This is an optimization exercise on Yosys and OpenROAD, whose aim is a short achievable clock period and few clock cycles per item, not a production implementation. The RTL was checked by simulation tests, not by an equivalence proof against the original design. No activity file was given, so power comes from the tool's default toggle rates.

--- run.sh ---
#!/bin/bash
# synth_recipe.tcl (not shown) runs the flow's synth.tcl, then flattens the netlist and writes it again
# the make line also repeats each setting of config.mk as NAME=value (left out here)
make -C /OpenROAD-flow-scripts/flow DESIGN_CONFIG=/design/flow/config.mk WORK_HOME=/design/flow/orfs CLKGATE_MAP_FILE= SYNTH_SCRIPT=/design/flow/synth_recipe.tcl finish
--- config.mk ---
export PLATFORM = sky130hd
export DESIGN_NAME = lc4_cpu
export DESIGN_NICKNAME = lc4_cpu
export VERILOG_FILES = /design/flow/design.v
export SDC_FILE = /design/flow/constraint.sdc
export NUM_CORES = 4
export LEC_CHECK = 0
export ABC_AREA = 1
export CAP_MARGIN = 20
export CORE_MARGIN = 2
export CORE_UTILIZATION = 40
export SETUP_SLACK_MARGIN = 3.0
export SLEW_MARGIN = 20
export SYNTH_HIERARCHICAL = 1
--- constraint.sdc ---
create_clock -name core_clock -period 5.0 [get_ports {gwe}]
set_input_delay 1.0000 -clock core_clock [delete_from_list [all_inputs] [get_ports {gwe}]]
set_output_delay 1.0000 -clock core_clock [all_outputs]
set_load 0.01 [all_outputs]
--- design.v ---
package lc4_pkg;
   typedef logic [15:0] word_t;      
   typedef logic [2:0]  reg_sel_t;   
   typedef logic [2:0]  nzp_t;       
   localparam word_t RESET_PC = 16'h8200;
   localparam word_t NOP_INSN = 16'h0000;   
   typedef enum logic [1:0] {
      BUBBLE_NONE     = 2'd0,
      BUBBLE_MISPRED  = 2'd2,
      BUBBLE_LOAD_USE = 2'd3
   } bubble_t;
   typedef struct packed {
      word_t    pc;
      word_t    insn;
      bubble_t  bubble;
      logic     rf_we;
      reg_sel_t rd;
      word_t    rf_data;
      logic     nzp_we;
      nzp_t     nzp;
   } wb_trace_t;
endpackage
`timescale 1ns/1ps
module lc4_processor (
   input  logic               gwe,
   input  logic               i_rst_n,
   output lc4_pkg::word_t     o_imem_addr,
   input  lc4_pkg::word_t     i_imem_insn,
   output lc4_pkg::word_t     o_dmem_addr,
   input  lc4_pkg::word_t     i_dmem_rdata,
   output logic               o_dmem_we,
   output lc4_pkg::word_t     o_dmem_wdata,
   output lc4_pkg::wb_trace_t o_wb
);
   lc4_pkg::word_t   pc_q;             
   logic [7:0][15:0] rf;
   lc4_pkg::nzp_t    nzp_q;            
   logic [1:0]       btb_v;
   lc4_pkg::word_t   btb_pc  [2];
   lc4_pkg::word_t   btb_tgt [2];
   logic             btb_next;         
   logic           x_valid;
   lc4_pkg::word_t x_pc;
   lc4_pkg::word_t x_insn;
   lc4_pkg::word_t x_a;                
   lc4_pkg::word_t x_b;                
   lc4_pkg::word_t x_c;                
   logic           x_la, x_lb, x_lc;   
   logic           x_lbr;              
   logic           x_we;
   logic           x_b_reg;            
   lc4_pkg::word_t x_imm;
   lc4_pkg::reg_sel_t x_rd;
   logic           x_is_and;
   logic           x_is_load;
   logic           x_is_store;
   logic           x_is_br;
   logic           x_pred;
   logic           x_hit1;             
   lc4_pkg::nzp_t  x_mask;
   lc4_pkg::word_t x_pcp1;
   logic [8:0]     x_tlo;              
   logic           x_tc;               
   logic [6:0]     x_hi, x_hi_m1, x_hi_p1;
   logic           m_valid;
   logic           m_lu;               
   lc4_pkg::word_t m_pc;
   lc4_pkg::word_t m_insn;
   logic           m_we;
   lc4_pkg::reg_sel_t m_rd;
   logic           m_is_load;
   lc4_pkg::word_t m_result;
   logic           m_zero;             
   lc4_pkg::word_t m_addr;
   logic           m_store;
   lc4_pkg::word_t m_wdata;
   lc4_pkg::bubble_t w_bubble;
   lc4_pkg::word_t w_pc;
   lc4_pkg::word_t w_insn;
   logic           w_we;
   lc4_pkg::reg_sel_t w_rd;
   lc4_pkg::word_t w_data;
   lc4_pkg::nzp_t  w_nzp;
   lc4_pkg::word_t m_val;              
   logic           m_wr;
   logic           ld_zero;
   lc4_pkg::nzp_t  m_nzp;
   assign m_val = m_is_load ? i_dmem_rdata : m_result;
   assign m_wr  = m_valid && m_we;
   lc4_zero16 i_ld_zero (.i_v(i_dmem_rdata), .o_zero(ld_zero));
   assign m_nzp = m_is_load ? {i_dmem_rdata[15], ld_zero, !i_dmem_rdata[15] && !ld_zero}
                            : {m_result[15], m_zero, !m_result[15] && !m_zero};
   assign o_dmem_addr  = m_addr;
   assign o_dmem_we    = m_store;
   assign o_dmem_wdata = m_wdata;
   lc4_pkg::word_t op_c, sum, res;
   logic           res_zero;
   logic           hold;
   logic           mispred;
   logic           taken;
   lc4_pkg::word_t redirect, x_target;
   assign hold = x_valid && (x_la || x_lb || x_lbr);
   assign op_c = x_lc ? i_dmem_rdata : x_c;
   lc4_alu i_alu (
      .i_a      (x_a),
      .i_b      (x_b),
      .i_is_and (x_is_and),
      .o_sum    (sum),
      .o_res    (res),
      .o_zero   (res_zero)
   );
   lc4_branch i_branch (
      .i_valid   (x_valid && !hold),
      .i_br      (x_is_br),
      .i_pred    (x_pred),
      .i_mask    (x_mask),
      .i_nzp_q   (nzp_q),
      .i_m_wr    (m_wr),
      .i_m_neg   (m_result[15]),
      .i_m_zero  (m_zero),
      .o_mispred (mispred),
      .o_taken   (taken)
   );
   always_comb begin
      x_target[8:0] = x_tlo;
      case ({x_insn[8], x_tc})
         2'b01:   x_target[15:9] = x_hi_p1;
         2'b10:   x_target[15:9] = x_hi_m1;
         default: x_target[15:9] = x_hi;
      endcase
   end
   assign redirect = x_pred ? x_pcp1 : x_target;
   lc4_pkg::word_t insn;
   logic [3:0]     op;
   logic           f_add_imm, f_add_reg, f_and, f_ldr, f_str, f_const, f_br;
   logic           f_we, f_use_a, f_b_reg;
   logic           f_fa, f_fb, f_fc;
   lc4_pkg::reg_sel_t f_rs, f_rt, f_rc;
   lc4_pkg::word_t rs_v, rt_v, rc_v, f_imm;
   lc4_pkg::word_t pcp1, pc_next;
   logic [9:0]     tlo;
   logic [6:0]     hi_m1, hi_p1;
   logic           hit0, hit1, f_pred;
   assign insn = i_imem_insn;
   assign op   = insn[15:12];
   assign f_rs = insn[8:6];
   assign f_rt = insn[2:0];
   assign f_rc = insn[11:9];
   assign f_add_imm = (op == 4'b0001) && insn[5];
   assign f_add_reg = (op == 4'b0001) && (insn[5:3] == 3'b000);
   assign f_and     = (op == 4'b0101) && (insn[5:3] == 3'b000);
   assign f_ldr     = (op == 4'b0110);
   assign f_str     = (op == 4'b0111);
   assign f_const   = (op == 4'b1001);
   assign f_br      = (op == 4'b0000) && (insn[11:9] != 3'b000) && (insn[8:0] != 9'd0);
   assign f_we      = f_add_imm || f_add_reg || f_and || f_ldr || f_const;
   assign f_use_a   = f_add_imm || f_add_reg || f_and || f_ldr || f_str;
   assign f_b_reg   = f_add_reg || f_and;
   lc4_rf_read i_rd_s (.i_sel(f_rs), .i_rf(rf), .i_wt(m_wr && (m_rd == f_rs)), .i_wt_val(m_val), .o_val(rs_v));
   lc4_rf_read i_rd_t (.i_sel(f_rt), .i_rf(rf), .i_wt(m_wr && (m_rd == f_rt)), .i_wt_val(m_val), .o_val(rt_v));
   lc4_rf_read i_rd_c (.i_sel(f_rc), .i_rf(rf), .i_wt(m_wr && (m_rd == f_rc)), .i_wt_val(m_val), .o_val(rc_v));
   assign f_fa = x_valid && x_we && (x_rd == f_rs) && f_use_a;
   assign f_fb = x_valid && x_we && (x_rd == f_rt) && f_b_reg;
   assign f_fc = x_valid && x_we && (x_rd == f_rc) && f_str;
   always_comb begin
      if (f_add_imm) begin
         f_imm = {{11{insn[4]}}, insn[4:0]};
      end else if (f_const) begin
         f_imm = {{7{insn[8]}}, insn[8:0]};
      end else begin
         f_imm = {{10{insn[5]}}, insn[5:0]};   
      end
   end
   assign pcp1 = pc_q + 16'd1;
   lc4_add9c i_tlo (.i_a(pc_q[8:0]), .i_b(insn[8:0]), .o_s(tlo));
   lc4_hi7 i_hi (.i_hi(pc_q[15:9]), .o_m1(hi_m1), .o_p1(hi_p1));
   assign hit0   = btb_v[0] && (btb_pc[0] == pc_q);
   assign hit1   = btb_v[1] && (btb_pc[1] == pc_q);
   assign f_pred = hit0 || hit1;
   always_comb begin
      if (mispred) begin
         pc_next = redirect;
      end else if (hold) begin
         pc_next = pc_q;
      end else if (hit0) begin
         pc_next = btb_tgt[0];
      end else if (hit1) begin
         pc_next = btb_tgt[1];
      end else begin
         pc_next = pcp1;
      end
   end
   assign o_imem_addr = pc_q;
   always_ff @(posedge gwe or negedge i_rst_n) begin
      if (!i_rst_n) begin
         pc_q     <= lc4_pkg::RESET_PC;
         nzp_q    <= 3'b010;
         x_valid  <= 1'b0;
         x_la     <= 1'b0;
         x_lb     <= 1'b0;
         x_lc     <= 1'b0;
         x_lbr    <= 1'b0;
         m_valid  <= 1'b0;
         m_lu     <= 1'b0;
         m_store  <= 1'b0;
         m_addr   <= 16'h0000;
         m_wdata  <= 16'h0000;
         w_bubble <= lc4_pkg::BUBBLE_MISPRED;
         w_we     <= 1'b0;
         btb_v    <= 2'b00;
         btb_next <= 1'b0;
         for (int i = 0; i < 8; i++) begin
            rf[i] <= 16'h0000;
         end
      end else begin
         pc_q <= pc_next;
         if (hold) begin
            x_la  <= 1'b0;
            x_lb  <= 1'b0;
            x_lc  <= 1'b0;
            x_lbr <= 1'b0;
         end else begin
            x_valid <= !mispred;
            x_la    <= f_fa && x_is_load;
            x_lb    <= f_fb && x_is_load;
            x_lc    <= f_fc && x_is_load;
            x_lbr   <= f_br && x_valid && x_is_load;
         end
         m_valid <= x_valid && !hold;
         m_lu    <= hold;
         m_store <= x_valid && !hold && x_is_store;
         m_addr  <= (x_valid && (x_is_load || x_is_store)) ? sum : 16'h0000;
         m_wdata <= (x_valid && !hold && x_is_store) ? op_c : 16'h0000;
         if (m_wr) begin
            rf[m_rd] <= m_val;
            nzp_q    <= m_nzp;
         end
         w_bubble <= m_valid ? lc4_pkg::BUBBLE_NONE :
                     (m_lu ? lc4_pkg::BUBBLE_LOAD_USE : lc4_pkg::BUBBLE_MISPRED);
         w_we     <= m_wr;
         if (x_valid && !hold && x_is_br && taken && !x_pred) begin
            btb_v[btb_next] <= 1'b1;
            btb_next        <= !btb_next;
         end else if (x_valid && !hold && x_pred && !taken) begin
            btb_v[x_hit1] <= 1'b0;
         end
      end
   end
   always_ff @(posedge gwe) begin
      if (x_valid && !hold && x_is_br && taken && !x_pred) begin
         btb_pc[btb_next]  <= x_pc;
         btb_tgt[btb_next] <= x_target;
      end
   end
   always_ff @(posedge gwe) begin
      if (hold) begin
         x_a <= x_la ? i_dmem_rdata : rf[x_insn[8:6]];
         x_b <= x_lb ? i_dmem_rdata : (x_b_reg ? rf[x_insn[2:0]] : x_imm);
         x_c <= x_lc ? i_dmem_rdata : rf[x_insn[11:9]];
      end else begin
         x_a <= f_const ? 16'h0000 : (f_fa ? res : rs_v);
         x_b <= f_b_reg ? (f_fb ? res : rt_v) : f_imm;
         x_c <= f_fc ? res : rc_v;
      end
   end
   always_ff @(posedge gwe) begin
      if (!hold) begin
      x_pc       <= pc_q;
      x_insn     <= insn;
      x_we       <= f_we;
      x_b_reg    <= f_b_reg;
      x_imm      <= f_imm;
      x_rd       <= f_rc;
      x_is_and   <= f_and;
      x_is_load  <= f_ldr;
      x_is_store <= f_str;
      x_is_br    <= f_br;
      x_pred     <= f_pred;
      x_hit1     <= !hit0;
      x_mask     <= insn[11:9];
      x_pcp1     <= pcp1;
      x_tlo      <= tlo[8:0];
      x_tc       <= tlo[9];
      x_hi       <= pc_q[15:9];
      x_hi_m1    <= hi_m1;
      x_hi_p1    <= hi_p1;
      end
   end
   always_ff @(posedge gwe) begin
      m_pc       <= x_pc;
      m_insn     <= x_insn;
      m_we       <= x_we;
      m_rd       <= x_rd;
      m_is_load  <= x_is_load;
      m_result   <= res;
      m_zero     <= res_zero;
      w_pc       <= m_pc;
      w_insn     <= m_insn;
      w_rd       <= m_rd;
      w_data     <= m_val;
      w_nzp      <= m_nzp;
   end
   assign o_wb.pc      = w_pc;
   assign o_wb.insn    = w_insn;
   assign o_wb.bubble  = w_bubble;
   assign o_wb.rf_we   = w_we;
   assign o_wb.rd      = w_rd;
   assign o_wb.rf_data = w_data;
   assign o_wb.nzp_we  = w_we;
   assign o_wb.nzp     = w_nzp;
endmodule
module lc4_zero16 (
   input  lc4_pkg::word_t i_v,
   output logic           o_zero
);
   assign o_zero = (i_v == 16'h0000);
endmodule
module lc4_alu (
   input  lc4_pkg::word_t i_a,
   input  lc4_pkg::word_t i_b,
   input  logic           i_is_and,
   output lc4_pkg::word_t o_sum,
   output lc4_pkg::word_t o_res,
   output logic           o_zero
);
   lc4_pkg::word_t x, c;
   assign o_sum  = i_a + i_b;
   assign o_res  = i_is_and ? (i_a & i_b) : o_sum;
   assign x      = i_a ^ i_b;
   assign c      = {i_a[14:0] | i_b[14:0], 1'b0};
   assign o_zero = i_is_and ? ((i_a & i_b) == 16'h0000) : (x == c);
endmodule
module lc4_rf_read (
   input  lc4_pkg::reg_sel_t i_sel,
   input  logic [7:0][15:0]  i_rf,
   input  logic              i_wt,
   input  lc4_pkg::word_t    i_wt_val,
   output lc4_pkg::word_t    o_val
);
   assign o_val = i_wt ? i_wt_val : i_rf[i_sel];
endmodule
module lc4_branch (
   input  logic           i_valid,
   input  logic           i_br,
   input  logic           i_pred,
   input  lc4_pkg::nzp_t  i_mask,
   input  lc4_pkg::nzp_t  i_nzp_q,
   input  logic           i_m_wr,
   input  logic           i_m_neg,
   input  logic           i_m_zero,
   output logic           o_mispred,
   output logic           o_taken
);
   logic mp_n, mp_z, mp_p, mp_q, mp_r;
   logic tk_n, tk_z, tk_p, tk_q, tk_r;
   assign tk_n = i_br && i_mask[2];
   assign tk_z = i_br && i_mask[1];
   assign tk_p = i_br && i_mask[0];
   assign tk_q = i_br && ((i_mask & i_nzp_q) != 3'b000);
   assign mp_n = i_valid && (tk_n != i_pred);
   assign mp_z = i_valid && (tk_z != i_pred);
   assign mp_p = i_valid && (tk_p != i_pred);
   assign mp_q = i_valid && (tk_q != i_pred);
   assign mp_r = i_m_neg ? mp_n : (i_m_zero ? mp_z : mp_p);
   assign tk_r = i_m_neg ? tk_n : (i_m_zero ? tk_z : tk_p);
   assign o_mispred = i_m_wr ? mp_r : mp_q;
   assign o_taken   = i_m_wr ? tk_r : tk_q;
endmodule
module lc4_add9c (
   input  logic [8:0] i_a,
   input  logic [8:0] i_b,
   output logic [9:0] o_s
);
   logic [10:0] t;
   assign t   = {1'b0, i_a, 1'b1} + {1'b0, i_b, 1'b1};
   assign o_s = t[10:1];
endmodule
module lc4_hi7 (
   input  logic [6:0] i_hi,
   output logic [6:0] o_m1,
   output logic [6:0] o_p1
);
   assign o_m1 = i_hi - 7'd1;
   assign o_p1 = i_hi + 7'd1;
endmodule
`timescale 1ns/1ps
module lc4_cpu (
   input  logic        gwe,
   input  logic        i_rst_n,
   output logic [15:0] o_imem_addr,
   input  logic [15:0] i_imem_insn,
   output logic [15:0] o_dmem_addr,
   input  logic [15:0] i_dmem_rdata,
   output logic        o_dmem_we,
   output logic [15:0] o_dmem_wdata,
   output logic [15:0] o_wb_pc,
   output logic [15:0] o_wb_insn,
   output logic [1:0]  o_wb_bubble,
   output logic        o_wb_rf_we,
   output logic [2:0]  o_wb_rd,
   output logic [15:0] o_wb_rf_data,
   output logic        o_wb_nzp_we,
   output logic [2:0]  o_wb_nzp
);
   lc4_pkg::wb_trace_t wb;
   lc4_processor i_lc4_processor (
      .gwe          (gwe),
      .i_rst_n      (i_rst_n),
      .o_imem_addr  (o_imem_addr),
      .i_imem_insn  (i_imem_insn),
      .o_dmem_addr  (o_dmem_addr),
      .i_dmem_rdata (i_dmem_rdata),
      .o_dmem_we    (o_dmem_we),
      .o_dmem_wdata (o_dmem_wdata),
      .o_wb         (wb)
   );
   assign o_wb_pc      = wb.pc;
   assign o_wb_insn    = wb.insn;
   assign o_wb_bubble  = wb.bubble;
   assign o_wb_rf_we   = wb.rf_we;
   assign o_wb_rd      = wb.rd;
   assign o_wb_rf_data = wb.rf_data;
   assign o_wb_nzp_we  = wb.nzp_we;
   assign o_wb_nzp     = wb.nzp;
endmodule
==> results of run 1 <==
## metal layers
| layer | vias up | GRT usage (%) |
|---|---|---|
| li1 | 14700 | - |
| met3 | 701 | 13.3 |
| met2 | 2676 | 50.7 |
| met1 | 15800 | 48.2 |
| met5 | - | 0.125 |
| met4 | 6 | 23.9 |
## power by group through the flow
stage	registers [mW]	clock network [mW]	logic, mW
2_1_floorplan	6.26	0	3.87
3_3_place_gp	6.73	0	5.82
3_5_place_dp	6.74	0	5.85
4_1_cts	6.50	4.29	6.96
5_1_grt	6.70	4.46	8.33
6_report	6.59	4.28	7.72
## per-stage QoR
| stage | worst slack, ns | cells | util (%) | hold WS (ns) |
|---|---|---|---|---|
| floorplan | 2.62 | 4363 | - | 0.310 |
| global placement | 1.12 | 5303 | 43.9 | 0.310 |
| detailed placement | 1.10 | 5303 | 43.9 | 0.312 |
| CTS | 2.62 | 5638 | 52.1 | 0.311 |
| global route | 2.60 | 5702 | 54.7 | 0.299 |
| finish | 2.62 | 5703 | 54.7 | 0.309 |
## placed cells by master (no fill, tap or decap), drive strengths merged, types with 12 or more instances in the layout
cell and instances:
a21oi 193, buf 454, clkbuf 86, clkinv 26, clkinvlp 15, dfrtp 189, dfxtp 149, dlymetal6s2s 13
edfxtp 148, ha 49, inv 702, nand2 1273, nand3 475, nand4 31, nor2 244, nor3 20
o211ai 72, o21ai 357, o22ai 114, xnor2 12, xor2 30
## per-module statistics from Yosys, one instance, submodules excluded, a selection
module,copies in the design,area (um2)
lc4_processor,1,22400
lc4_rf_read,3,1750
lc4_alu,1,1660
lc4_add9c,1,470
lc4_hi7,1,259
lc4_zero16,1,104
lc4_branch,1,95.1
## worst max-delay path: stages (launching register included)
cell and delay (ns):
dfxtp_4 0.37, clkinvlp_4 0.15, ha_4 0.20, ha_4 0.29, inv_4 0.05, nor3_4 0.19, bufinv_16 0.21, buf_6 0.11
buf_8 0.12, nor2_4 0.13, buf_6 0.14, buf_12 0.16, o22ai_2 0.10
## what timing repair did
| action | in CTS | in global routing |
|---|---|---|
| setup endpoints to repair | 535 | 383 |
| buffers inserted | 199 | 58 |
| pin swaps | 131 | 112 |
| gates resized for setup | 1064 | 328 |
| cloned | 30 | 6 |
## layout make-up
type	count	area share, %
timing repair buffer	486	13.0
antenna	1	0.00614
sequential	490	30.3
timing repair inverter	11	0.387
tap	969	2.97
inverter	712	7.23
multi-input combinational	2928	41.5
clock buffer	81	4.02
clock inverter	25	0.617
## cell families (layout without fill, tap and decap cells)
family / count (synthesis) / after routing / share of synthesized area (%)
adders and majority gates: 51 / 51 / 2.16
and+or+nand+nor: 2055 / 2068 / 28.7
buffers and inverters: 958 / 1315 / 13.2
xor gates and xnor gates: 42 / 42 / 1.24
AOI/OAI and AO/OA: 767 / 767 / 14.1
DFF: 490 / 490 / 40.6
other: 0 / 1 / 0
## worst max-delay path by stage
stage	from	endpoint	slack, ns
floorplan	i_imem_insn[1]	i_lc4_processor.x_b[8]	2.62
global placement	i_imem_insn[2]	i_lc4_processor.x_b[3]	1.12
detailed placement	i_imem_insn[12]	i_lc4_processor.x_a[14]	1.10
CTS	i_lc4_processor.pc_q[9]	o_imem_addr[9]	2.62
global route	i_lc4_processor.m_rd[1]	i_lc4_processor.rf[23]	2.60
finish	i_lc4_processor.m_rd[1]	i_lc4_processor.rf[23]	2.62
==> flow_summary.toml, run 1 <==
[layout]
final_layout_size_suffix_gt1_share_pct = 25.1
regArea_um2 = 12400
regMostFlops = "i_lc4_processor.rf"
largest_register_ffs = 128
reg.largest.list = "i_lc4_processor.rf x128, i_lc4_processor.btb_pc x32, i_lc4_processor.btb_tgt x32"
nNetsFinal = 4770
fill_cells = 6955
syn2layout_area_growth_pct = 35.0
fin_area_um2 = 40800
multi_input_area_um2 = 16900

[yosys]
synth.most_common_cell = "nand2_1"
synth_common_cells = "nand2_1 (1,262), inv_1 (677), nand3_1 (465)"
synth_largest_area_cell = "nand2_1"
synth_cell_types = 56
ys_ff_latch = 490
syn_area_um2 = 30200
synth_top_cells_by_area = "nand2_1 (16%), dfrtp_1 (16%), edfxtp_1 (15%)"
synth_ff_type = "dfrtp_1"
synth_seq_area_share_pct = 40.6
synthArstFlopShare_pct = 39.4
yosysTopAreaCellShare_pct = 15.7
synth_nets = 4448
netlist_instances = 4363
yosysWarnings = 7
syn_area_per_cell_um2 = 6.92
synth-edff-count = 148

[clocking]
numCtsBuffers = 56
clkSinkCount = 490
cts_hold_buffers = 0
path_clk_slew_ns = 0.06
cts_root_buf = "clkbuf_16"
cts_max_level = 2
cts_buffer_depth = 3
clock_latency_ns = 0.65
cts_tree = "done"

[power_and_ir_drop]
peakVddDrop_mv = 0.327
power_density_nw_per_um2 = 456
power.share.clock_pct = 23.0
p_sw_mw = 7.83
cell_internal_pwr_mw = 10.8
seqPwrFrac_pct = 35.4
power_leakage_nw = 20.1
p_comb_share_pct = 41.5
switching_share_pct = 42.1
power_mw = 18.6

[placed_design]
io_buffers = 140
place_area_um2 = 32700
place_hpwl_um = 87800
finalWeightedCongestion = 0.998

[timing]
max_slew_margin_pct = 42.4
setup_viol = 0
hold_viol = 0
worst_pin_slew_ns = 0.864
post-route-period-util_pct = 47.6
fmax_ghz = 0.420
finClkSkew_ns = 0.0438
min_period_ns = 2.38
rsz0062_at_grt = "yes"
setup_tns_ns = 0
slew_violations = 0

[global_routing]
grt_max_degree = 86
grt_pass1_wl_um = 211000
grt_overflow_total = 0
grt_pass1_vias = 30800
grt_usage_pct = 36.8
antenna_found_initial = 5

[detailed_routing]
top_layer_used = "met5"
wl_per_cell_um = 26.0
avgViaCountPerCell = 5.94
vias = 33900
met2_length_um = 58500
wl_met1_um = 55000
first_iter_violations = 5451
ant_nets = 0
drc = 0
dr_wl_met3_um = 22600
dr.pass1.iters = 12
routed_wl_um = 148000

[min_path]
min_to = "i_lc4_processor.w_insn[6]"
whs_path_depth = 0
hp-class = "reg2reg"
holdCritStartpoint = "i_lc4_processor.m_insn[6]"

[setup_path]
worst-setup-path-type = "reg2reg"
reg2reg_setup_slack_ns = 2.62
reg2reg_to = "i_lc4_processor.rf[23]"
cp-end-kind = "flop"
cp.arrival_ns = 2.87
reg2reg_depth = 12
critPathLaunchType = "flop"
crit_fanout = 7
r2r_start = "i_lc4_processor.m_rd[1]"
required_ns = 5.49

[status]
status = "timing/DRC/antenna clean"

[floorplanning]
core_area_um2 = 74600
start_util_pct = 40.5
die_area_um2 = 77700
ioPinCount = 141
chipWidth_um = 279
die_h_um = 279
core.rowCount = 100

[run]
cap_violations = 0
Testbench counts, summed over its fixed seeds: cycles 55,528, instructions 51,200.
==> run 2: changes to the inputs <==
--- a/design.v
+++ b/design.v
@@ -38,6 +38,7 @@
    logic [1:0]       btb_v;
    lc4_pkg::word_t   btb_pc  [2];
    lc4_pkg::word_t   btb_tgt [2];
+   lc4_pkg::nzp_t    btb_mask [2];
    logic             btb_next;         
    logic           x_valid;
    lc4_pkg::word_t x_pc;
@@ -56,7 +57,7 @@
    logic           x_is_store;
    logic           x_is_br;
    logic           x_pred;
-   logic           x_hit1;             
+   logic           x_hit;              
    lc4_pkg::nzp_t  x_mask;
    lc4_pkg::word_t x_pcp1;
    logic [8:0]     x_tlo;              
@@ -174,17 +175,31 @@
    assign pcp1 = pc_q + 16'd1;
    lc4_add9c i_tlo (.i_a(pc_q[8:0]), .i_b(insn[8:0]), .o_s(tlo));
    lc4_hi7 i_hi (.i_hi(pc_q[15:9]), .o_m1(hi_m1), .o_p1(hi_p1));
+   lc4_pkg::nzp_t x_nzp_est, nzp_est;
+   logic          tk0, tk1;
+   lc4_nzp_est i_nzp_est (.i_a(x_a), .i_b(x_b), .i_is_and(x_is_and), .o_nzp(x_nzp_est));
+   always_comb begin
+      if (x_valid && x_we) begin
+         nzp_est = x_is_load ? 3'b111 : x_nzp_est;
+      end else if (m_wr) begin
+         nzp_est = m_is_load ? 3'b111 : {m_result[15], m_zero, !m_result[15] && !m_zero};
+      end else begin
+         nzp_est = nzp_q;
+      end
+   end
    assign hit0   = btb_v[0] && (btb_pc[0] == pc_q);
    assign hit1   = btb_v[1] && (btb_pc[1] == pc_q);
-   assign f_pred = hit0 || hit1;
+   assign tk0    = hit0 && ((btb_mask[0] & nzp_est) != 3'b000);
+   assign tk1    = hit1 && ((btb_mask[1] & nzp_est) != 3'b000);
+   assign f_pred = tk0 || tk1;
    always_comb begin
       if (mispred) begin
          pc_next = redirect;
       end else if (hold) begin
          pc_next = pc_q;
-      end else if (hit0) begin
+      end else if (tk0) begin
          pc_next = btb_tgt[0];
-      end else if (hit1) begin
+      end else if (tk1) begin
          pc_next = btb_tgt[1];
       end else begin
          pc_next = pcp1;
@@ -238,18 +253,17 @@
          w_bubble <= m_valid ? lc4_pkg::BUBBLE_NONE :
                      (m_lu ? lc4_pkg::BUBBLE_LOAD_USE : lc4_pkg::BUBBLE_MISPRED);
          w_we     <= m_wr;
-         if (x_valid && !hold && x_is_br && taken && !x_pred) begin
+         if (x_valid && !hold && x_is_br && taken && !x_hit) begin
             btb_v[btb_next] <= 1'b1;
             btb_next        <= !btb_next;
-         end else if (x_valid && !hold && x_pred && !taken) begin
-            btb_v[x_hit1] <= 1'b0;
          end
       end
    end
    always_ff @(posedge gwe) begin
-      if (x_valid && !hold && x_is_br && taken && !x_pred) begin
-         btb_pc[btb_next]  <= x_pc;
-         btb_tgt[btb_next] <= x_target;
+      if (x_valid && !hold && x_is_br && taken && !x_hit) begin
+         btb_pc[btb_next]   <= x_pc;
+         btb_tgt[btb_next]  <= x_target;
+         btb_mask[btb_next] <= x_mask;
       end
    end
    always_ff @(posedge gwe) begin
@@ -276,7 +290,7 @@
       x_is_store <= f_str;
       x_is_br    <= f_br;
       x_pred     <= f_pred;
-      x_hit1     <= !hit0;
+      x_hit      <= hit0 || hit1;
       x_mask     <= insn[11:9];
       x_pcp1     <= pcp1;
       x_tlo      <= tlo[8:0];
@@ -383,6 +397,22 @@
    assign o_m1 = i_hi - 7'd1;
    assign o_p1 = i_hi + 7'd1;
 endmodule
+module lc4_nzp_est (
+   input  lc4_pkg::word_t i_a,
+   input  lc4_pkg::word_t i_b,
+   input  logic           i_is_and,
+   output lc4_pkg::nzp_t  o_nzp
+);
+   lc4_pkg::word_t x, c;
+   logic [3:0]     top;
+   logic           z, n;
+   assign x   = i_a ^ i_b;
+   assign c   = {i_a[14:0] | i_b[14:0], 1'b0};
+   assign top = i_a[15:12] + i_b[15:12];
+   assign z   = i_is_and ? ((i_a & i_b) == 16'h0000) : (x == c);
+   assign n   = !z && (i_is_and ? (i_a[15] && i_b[15]) : top[3]);
+   assign o_nzp = {n, z, !n && !z};
+endmodule
 `timescale 1ns/1ps
 module lc4_cpu (
    input  logic        gwe,
==> run 2 against run 1 <==
  * Still clean
  * Routed wire length shrank 2.0%
  * Via count grew 0.82%
  * Register-to-register slack worse by 0.23 ns
  * Total power increased by 4.0%
  * Clock power about the same
  * Utilization decreased by 0.76 points
  * Clock skew down 0.017 ns
  * Worst hold slack better by 0.013 ns
  * Global-route usage is 3.5 points lower
==> flow_summary.toml, run 2 <==
[status]
status = "timing/DRC/antenna clean"

[detailed_routing]
avgViaCountPerCell = 5.70
dr_wl_met3_um = 20200
routed_wl_um = 145000
ant_nets = 0
met2_length_um = 60300
dr.pass1.iters = 8
top_layer_used = "met5"
wl_per_cell_um = 24.3
wl_met1_um = 57000
drc = 0
vias = 34100
first_iter_violations = 5081

[setup_path]
cp_top_family = "simple AND/OR/NAND/NOR gates"
crit_fanout = 10
cp.arrival_ns = 3.13
cp-end-kind = "flop"
critPathLaunchType = "flop"
required_ns = 5.52
worstPathCellList = "inv_1, ha_1, inv_1, nand2_1, nand2_1, nor2_2, nand2_1, nor2_1, nand2_1, nand2_2, nor2_2, nor2_1, nand2_1, nand3_2, nand3_4, buf_12, nand2_8, nand3_2, nand2_1, nand2_1"
crit_buf_inv = 3
worst_path_max_delay_cell = "dfxtp_4"
slowest_delay_ns = 0.36
worst-setup-path-type = "reg2reg"
cp_common_cell = "nand2_1"

[timing]
min_period_ns = 2.61
rsz0062_at_grt = "yes"
hold_viol = 0
post-route-period-util_pct = 52.3
max_slew_margin_pct = 36.9
finClkSkew_ns = 0.0268
setup_viol = 0
worst_pin_slew_ns = 0.946
setup_tns_ns = 0
slew_violations = 0
fmax_ghz = 0.383

[placed_design]
finalWeightedCongestion = 1.02
place_hpwl_um = 87900
place_area_um2 = 34300
io_buffers = 140

[power_and_ir_drop]
cell_internal_pwr_mw = 11.2
power_density_nw_per_um2 = 455
power_leakage_nw = 20.7
power.share.clock_pct = 22.3
switching_share_pct = 42.0
seqPwrFrac_pct = 34.4
p_comb_share_pct = 43.3
p_sw_mw = 8.11
peakVddDrop_mv = 0.310

[global_routing]
antenna_found_initial = 5
grt_usage_pct = 33.3
grt_overflow_total = 0
grt_pass1_vias = 30100
grt_max_degree = 106
grt_pass1_wl_um = 203000

[clocking]
path_clk_slew_ns = 0.06
cts_max_level = 2
cts_root_buf = "clkbuf_16"
clkSinkCount = 496
numCtsBuffers = 55
clock_latency_ns = 0.64
cts_buffer_depth = 3
cts_tree = "done"
cts_hold_buffers = 0

[floorplanning]
ioPinCount = 141
core.rowCount = 103
die_area_um2 = 81600
die_h_um = 286
core_area_um2 = 78700
start_util_pct = 40.3
chipWidth_um = 286

[yosys]
yosysWarnings = 7
synth_top_cells_by_area = "nand2_1 (15%), dfrtp_1 (15%), edfxtp_1 (15%)"
synth_nets = 4714
netlist_instances = 4598
synth_seq_area_share_pct = 39.2
synth_cell_types = 59
synth_common_cells = "nand2_1 (1,293), inv_1 (753), nand3_1 (483)"
synth_ff_type = "dfrtp_1"
syn_area_per_cell_um2 = 6.90
synth_largest_area_cell = "nand2_1"
ys_ff_latch = 496
syn_area_um2 = 31700
synth.most_common_cell = "nand2_1"
synth-edff-count = 154
yosysTopAreaCellShare_pct = 15.3
synthArstFlopShare_pct = 38.9

[layout]
final_layout_size_suffix_gt1_share_pct = 26.3
largest_register_ffs = 128
nNetsFinal = 5004
regMostFlops = "i_lc4_processor.rf"
syn2layout_area_growth_pct = 33.9
most-common-layout-cells = "nand2_1 (1,165), inv_1 (665), nand3_1 (373), o21ai_0 (250), nor2_1 (212)"
fin_area_um2 = 42500
layout_commonest_cell = "nand2_1"
reg.largest.list = "i_lc4_processor.rf x128, i_lc4_processor.btb_pc x32, i_lc4_processor.btb_tgt x32"

[run]
cap_violations = 0

[min_path]
hp-class = "reg2reg"
-- run 2: worst paths after layout --
kind | start | endpoint | slack (ns) | cells past startpoint
worst max-delay path | i_lc4_processor.x_b[2] | i_lc4_processor.pc_q[10] | 2.39 | 20
worst min-delay path | i_lc4_processor.m_insn[1] | i_lc4_processor.w_insn[1] | 0.32 | 0
max in group asynchronous | i_rst_n | i_lc4_processor.pc_q[10] | 3.64 | 2
worst min register to register | i_lc4_processor.m_insn[1] | i_lc4_processor.w_insn[1] | 0.32 | 0
min in group asynchronous | i_rst_n | i_lc4_processor.rf[96] | 0.37 | 1
worst max register to register | i_lc4_processor.x_b[2] | i_lc4_processor.pc_q[10] | 2.39 | 20
-- run 2: cell type report --
type                    instances  area, um2
clock buffers                  72       1580
repair buffers                468       5030
clock inverters                31        348
well taps                    1050       1310
flip-flops and latches        496      12600
diodes                          4       10.0
inverters                     777       3140
multi-input cells            3085      18300
fillers                      7230      36300
repair inverters                5       62.6
-- run 2: per-stage QoR --
step / std cells / worst slack (ns) / total power [mW] / util (%) / hold slack, ns
5_1_grt: 5984 / 2.20 / 20.3 / 53.9 / 0.330
3_5_place_dp: 5605 / 1.57 / 12.8 / 43.6 / 0.312
2_1_floorplan: 4598 / 2.60 / 10.4 / - / 0.310
4_1_cts: 5873 / 2.49 / 18.0 / 49.8 / 0.325
3_3_place_gp: 5604 / 1.56 / 12.8 / 43.5 / 0.310
6_report: 5988 / 2.39 / 19.3 / 53.9 / 0.322
-- run 2: per-layer routing --
layer	vias to the layer above	global-route usage [%]
li1	15400	-
met1	15900	45.2
met2	2386	48.3
met3	462	11.4
met4	2	13.5
met5	-	0
-- run 2: cells by family after synthesis --
family          after synthesis  synth area share (%)
xor+xnor                     45                  1.29
fa+ha+maj                    82                  3.28
simple gates               2170                  29.0
buf+inv                    1023                  13.5
compound gates              782                  13.7
flops                       496                  39.2
-- run 2: power by group through the flow --
stage / sequential [mW] / clock (mW) / combinational (mW)
global route: 6.75 / 4.52 / 9.05
global placement: 6.79 / 0 / 5.97
floorplan: 6.32 / 0 / 4.12
detailed placement: 6.81 / 0 / 5.99
finish: 6.64 / 4.31 / 8.37
CTS: 6.56 / 4.35 / 7.07
-- run 2: what timing repair did --
action                                  4_1_cts  5_1_grt
endpoints found under the setup margin      495      400
cloned                                       17       16
pin swaps                                    90      187
gates resized for setup                     960      551
setup buffers                               148       95
-- run 2: per-module statistics from Yosys, one instance, submodules excluded, a selection --
module | area [um2] | cells
lc4_branch | 95.1 | 24
lc4_hi7 | 259 | 47
lc4_zero16 | 104 | 27
lc4_add9c | 470 | 88
lc4_alu | 1650 | 306
lc4_nzp_est | 1080 | 199
lc4_processor | 22800 | 2665
lc4_rf_read | 1750 | 414
-- run 2: worst register-to-register path, stage by stage (launching register included) --
cell	delay, ns
dfxtp_4	0.36
inv_1	0.06
ha_1	0.30
inv_1	0.04
nand2_1	0.06
nand2_1	0.08
nor2_2	0.11
nand2_1	0.05
nor2_1	0.11
nand2_1	0.11
nand2_2	0.13
nor2_2	0.05
nor2_1	0.09
nand2_1	0.12
nand3_2	0.13
nand3_4	0.17
buf_12	0.21
nand2_8	0.16
nand3_2	0.08
nand2_1	0.06
nand2_1	0.04
Testbench counts of run 2, summed over its fixed seeds: cycles 54,266, instructions 51,200.

==> port drivers added, routing unchanged <==
Ports are ideal in the flow. The routed layouts listed here were re-timed in OpenROAD.
Step 1 assumes that a clkbuf_16 drives the clock port and a buf_2 every other input.
Step 2 times the ports against the registers' clock, not the clock port: input delays grow and output delays shrink by t, the midpoint of the rising clock arrivals with the driver on.
Slacks: no drivers / after step 1 / after step 2; pairs: no drivers / after step 1.
| run | t, ns | setup WS [ns] | worst setup path at the end | worst data-port slew with drivers (ns) |
|---|---|---|---|---|
| run 1 | 0.701 | 2.619 / 2.571 / 2.072 | input to register | 0.09 |
| run 2 | 0.693 | 2.386 / 2.386 / 2.183 | input to register | 0.09 |
After both steps setup and hold are still met in every run listed. The setup slack of run 1, which loses most, moves by -0.048 ns with the drivers and by -0.547 ns with both steps.
